This design comes from an exercise in tuning for small area on the open sky130 flow, not from production work.
Only simulation tests tie the RTL to the original design; equivalence was not proved.
No activity file was given, so power comes from the tool's default toggle rates.

## stable_priority_queue
module stable_priority_queue (
    input  logic             clk,
    input  logic             rst_n,
    input  logic             item_valid,
    output logic             item_stall,
    input  logic [42:0]      item_bits,
    output logic             result_valid,
    input  logic             result_stall,
    output logic [77:0]      result_bits
);
==> flow/config.mk <==
export PLATFORM = sky130hd
export DESIGN_NAME = stable_priority_queue
export DESIGN_NICKNAME = stable_priority_queue
export VERILOG_FILES = /design/flow/design.v
export SDC_FILE = /design/flow/constraint.sdc
export NUM_CORES = 4
export LEC_CHECK = 0
export CAP_MARGIN = 20
export CORE_MARGIN = 2
export CORE_UTILIZATION = 60
export CTS_BUF_LIST = sky130_fd_sc_hd__clkbuf_8
export CTS_CLUSTER_DIAMETER = 50
export CTS_CLUSTER_SIZE = 16
export SLEW_MARGIN = 20
==> flow/constraint.sdc <==
create_clock -name core_clock -period 5.0 [get_ports {clk}]
set_input_delay 1.0000 -clock core_clock [delete_from_list [all_inputs] [get_ports {clk}]]
set_output_delay 1.0000 -clock core_clock [all_outputs]
set_load 0.01 [all_outputs]
standard.sh (not shown) runs the stock make flow with config.mk's settings and CLKGATE_MAP_FILE= SYNTH_SCRIPT=/design/flow/synth_recipe.tcl, a recipe that flattens the netlist after the stock synthesis.
==> flow/flow/run.sh <==
#!/bin/bash
# Standard ORFS layout (the standard.sh, standard synthesis unchanged), with the port
# buffers made of the smallest buffer cell instead of the resizer's default pick.
set -euo pipefail
bash standard.sh BUFFER_PORTS_ARGS="-buffer_cell sky130_fd_sc_hd__buf_1" finish > standard_flow.log 2>&1
Then changed:
- CORE_UTILIZATION: 60 -> 55
First-iteration DRC count fell by about 9%.
Power barely changes.
Via count came out lower by 1.1%.
Then changed:
- CORE_UTILIZATION: 55 -> 65
What happened: Wire length goes down by 1.7%. Die area fell by 15%. Count of clock-buffer cells in the layout falls by 20. Global-route usage is higher by 6.8 points. Final area is lower by 2.0%.

========
Starting RTL as in the previous note.
clock: 5.0 ns
lec_check: 0
cap_margin: 20
core_margin: 2
core_utilization: 70
cts_buf_list: sky130_fd_sc_hd__clkbuf_8
cts_cluster_diameter: 50
cts_cluster_size: 16
slew_margin: 20
Scripts as last shown in full above: flow/flow/run.sh
The starting point ran to the end with no violations.
Change:
- CAP_MARGIN: 20 -> 10
- CORE_UTILIZATION: 70 -> 65
- SLEW_MARGIN: 20 -> 10
What happened: Sequential power stays flat; cell area stays flat; worst setup slack gets worse by 0.11 ns; total power rose by 0.69%; die area rose by 7.6%; flip-flop and latch count stays the same; core utilization fell by 5.4 points; worst hold slack gets better by 0.022 ns; via count rose by 0.42%; clock skew fell by 0.020 ns; non-clock buffer count fell by 9.
Change:
- CAP_MARGIN: 10 -> 20
- CTS_CLUSTER_DIAMETER: 50 -> 40
- CTS_CLUSTER_SIZE: 16 -> 20
- SLEW_MARGIN: 10 -> 20
After rerunning: The changed run ran to the end with no violations. Power grows by 7.8%. Wire length rises by 1.7%. Global-route usage went up by 0.88 points. Clock skew went up by 0.026 ns. Worst setup slack is better by 0.0036 ns. Area after synthesis does not change. Cell count is higher by about 1.6%. Via count rose by 0.95%. Cell area is higher by about 2.8%. Sequential power barely changes.
Change:
- CTS_CLUSTER_DIAMETER: 40 -> 50
- CTS_CLUSTER_SIZE: 20 -> 16
- GPL_ROUTABILITY_DRIVEN: unset -> 0
The new run ran to the end with no violations.
Sequential share of layout area goes up by 0.84 points.
Cell count goes down by 1.7%.
Register-to-register slack degrades by 0.03 ns.
Total power goes down by 5.5%.
Area after synthesis stays the same.

========
run 1:
stable_priority_queue, a different RTL version from the one above (not shown whole).
For scale: roughly 3600 cells after synthesis, ~690 flip-flops, roughly 130 I/O pins, roughly 33000 sq um of cells after synthesis.
Settings: LEC_CHECK=0, CAP_MARGIN=20, CORE_MARGIN=2, CORE_UTILIZATION=40, CTS_BUF_LIST=sky130_fd_sc_hd__clkbuf_8, CTS_CLUSTER_DIAMETER=50, CTS_CLUSTER_SIZE=16, SLEW_MARGIN=20; clock period 5.0 ns.
Scripts as last shown in full above: flow/flow/run.sh
Setup changes, run 1 to run 2
-- flow/config.mk --
<<< run 1, line 10
export CORE_UTILIZATION = 40
>>> run 2, line 10
export CORE_UTILIZATION = 55
==> run notes <==
Run 2 against run 1; length of routed wiring on met1 is down by a little under 10%.
When run 2 is measured against run 1, its post-place setup slack turns out 160 ps higher.
Compared with run 1, run 2 shows met3 routed wirelength that has gone up by more than 10%.
No stage failed in run 2, and the final checks on the layout all came back clean.
As of run 2, post-route non-filler standard cell count had fallen by a little under 10% compared to run 1.
Run 2 vs run 1, number of diodes went down by 3.
Worst max-slew margin expressed relative to the limit: run 2 vs run 1 up 2.2 points
Re number of clock-tree buffers in the layout: run 2 and run 1 aren't equal, and the lower value belongs to run 2.
Higher clock latency of the later-clocked register in the worst-skew pair goes to run 1 over run 2.
Run 2: die area about 27% below run 1
Here is what was changed in the inputs of run 3 compared with run 2.
==> flow/run.sh (new file) <==
#!/bin/bash
# synth_recipe.tcl (not shown) runs the flow's synth.tcl, then flattens the netlist and writes it again
# the make line also repeats each setting of config.mk as NAME=value (left out here)
make -C /OpenROAD-flow-scripts/flow DESIGN_CONFIG=/design/flow/config.mk WORK_HOME=/design/flow/orfs CLKGATE_MAP_FILE= SYNTH_SCRIPT=/design/flow/synth_recipe.tcl finish
-- flow/config.mk --
<<< run 2, line 10
export CORE_UTILIZATION = 55
export CTS_BUF_LIST = sky130_fd_sc_hd__clkbuf_8
export CTS_CLUSTER_DIAMETER = 50
export CTS_CLUSTER_SIZE = 16
>>> run 3, line 10
export CORE_UTILIZATION = 40
export CTS_BUF_LIST = sky130_fd_sc_hd__clkbuf_4 sky130_fd_sc_hd__clkbuf_8
removed: flow/flow/run.sh
removed: flow/standard.sh
--- outcome ---
- Compared with run 2, run 3 shows wire length of the first global-routing pass higher by 2.4%.
- Cell area | run 3 vs run 2 | run 3 larger
- A critical setup path kind of register to register is what run 2 shows, while primary input to register belongs to run 3.
- Run 3 vs run 2: transition time at the pin with the least slew margin down
- Taking run 2 as the reference point, the total number of vias of run 3 rises by 0.55%.
- Run 3 ended with less combinational fraction of design power than run 2.
- Compared with run 2, run 3 shows a die area that is about 37% higher.
### run 3 -> run 4
-- flow/config.mk --
<<< run 3, line 8
export CAP_MARGIN = 20
>>> run 4, line 8
export CAP_MARGIN = 0
<<< run 3, line 11
export CTS_BUF_LIST = sky130_fd_sc_hd__clkbuf_4 sky130_fd_sc_hd__clkbuf_8
export SLEW_MARGIN = 20
>>> run 4, line 11
export CTS_BUF_LIST = sky130_fd_sc_hd__clkbuf_2 sky130_fd_sc_hd__clkbuf_4
export SLEW_MARGIN = 0
### Flow results
- Of the two values seen for startpoint of the most critical setup path, item_bits[41] was produced by run 3 and cnt[4]$_DFFE_PN0P_ by run 4.
- Sort run 3 and run 4 by least setup slack across all paths after layout desc -> top: run 4
- Run 3 and run 4 ended up with nearly the same number of buffers other than clock buffers in the final layout.
- Sort run 3 and run 4 by post-route clock period utilization asc -> top: run 4
- Relative to run 3, deepest level of the CTS H-tree increased by 1 in run 4.

-- afterwards: timing with drivers on the ports --
Ports are ideal in the flow. The routed layouts listed here were re-timed in OpenROAD. Step 1 assumes that a clkbuf_16 drives the clock port and a buf_2 every other input. Step 2 also shifts input and output timing later by t, the mid clock arrival at the registers, as if the neighbouring blocks saw the same clock. Slacks: ideal ports / drivers / drivers and shift; pairs: ideal ports / drivers.
| run | t (ns) | slack for setup (ns) | worst hold slack (ns) | worst setup path at the end | slew at the worst register clock pin (ns) |
|---|---|---|---|---|---|
| the first run of note 1 | 0.755 | 0.221 / 0.221 / -0.348 | 0.382 / 0.344 / 0.458 | input to register | 0.11 / 0.11 |
| the second run of note 1 | 0.768 | 0.256 / 0.286 / -0.476 | 0.379 / 0.349 / 0.449 | input to register | 0.10 / 0.10 |
| the third run of note 1 | 0.799 | 0.251 / 0.251 / -0.414 | 0.342 / 0.303 / 0.461 | input to register | 0.11 / 0.11 |
| the first run of note 2 | 0.817 | 0.348 / 0.348 / -0.357 | 0.329 / 0.293 / 0.461 | input to register | 0.11 / 0.11 |
| the second run of note 2 | 0.787 | 0.235 / 0.235 / -0.394 | 0.351 / 0.315 / 0.461 | input to register | 0.11 / 0.11 |
| the third run of note 2 | 0.800 | 0.239 / 0.239 / -0.469 | 0.334 / 0.297 / 0.458 | input to register | 0.10 / 0.10 |
| the fourth run of note 2 | 0.792 | 0.208 / 0.208 / -0.281 | 0.341 / 0.304 / 0.449 | input to register | 0.11 / 0.11 |
| run 1 | 0.784 | 0.268 / 0.268 / -0.412 | 0.387 / 0.344 / 0.441 | input to register | 0.10 / 0.10 |
| run 2 | 0.768 | 0.393 / 0.393 / -0.314 | 0.383 / 0.343 / 0.460 | input to register | 0.10 / 0.10 |
| run 3 | 0.811 | 0.259 / 0.298 / -0.513 | 0.350 / 0.307 / 0.451 | input to register | 0.07 / 0.07 |
| run 4 | 1.123 | 0.337 / 0.337 / -0.670 | 0.014 / -0.030 / 0.429 | input to register | 0.08 / 0.08 |
Met with ideal ports but missed after step 2: setup timing in every run listed. For run 4, which loses most, drivers alone change the setup slack by 0.000 ns; drivers and shift together by -1.007 ns.
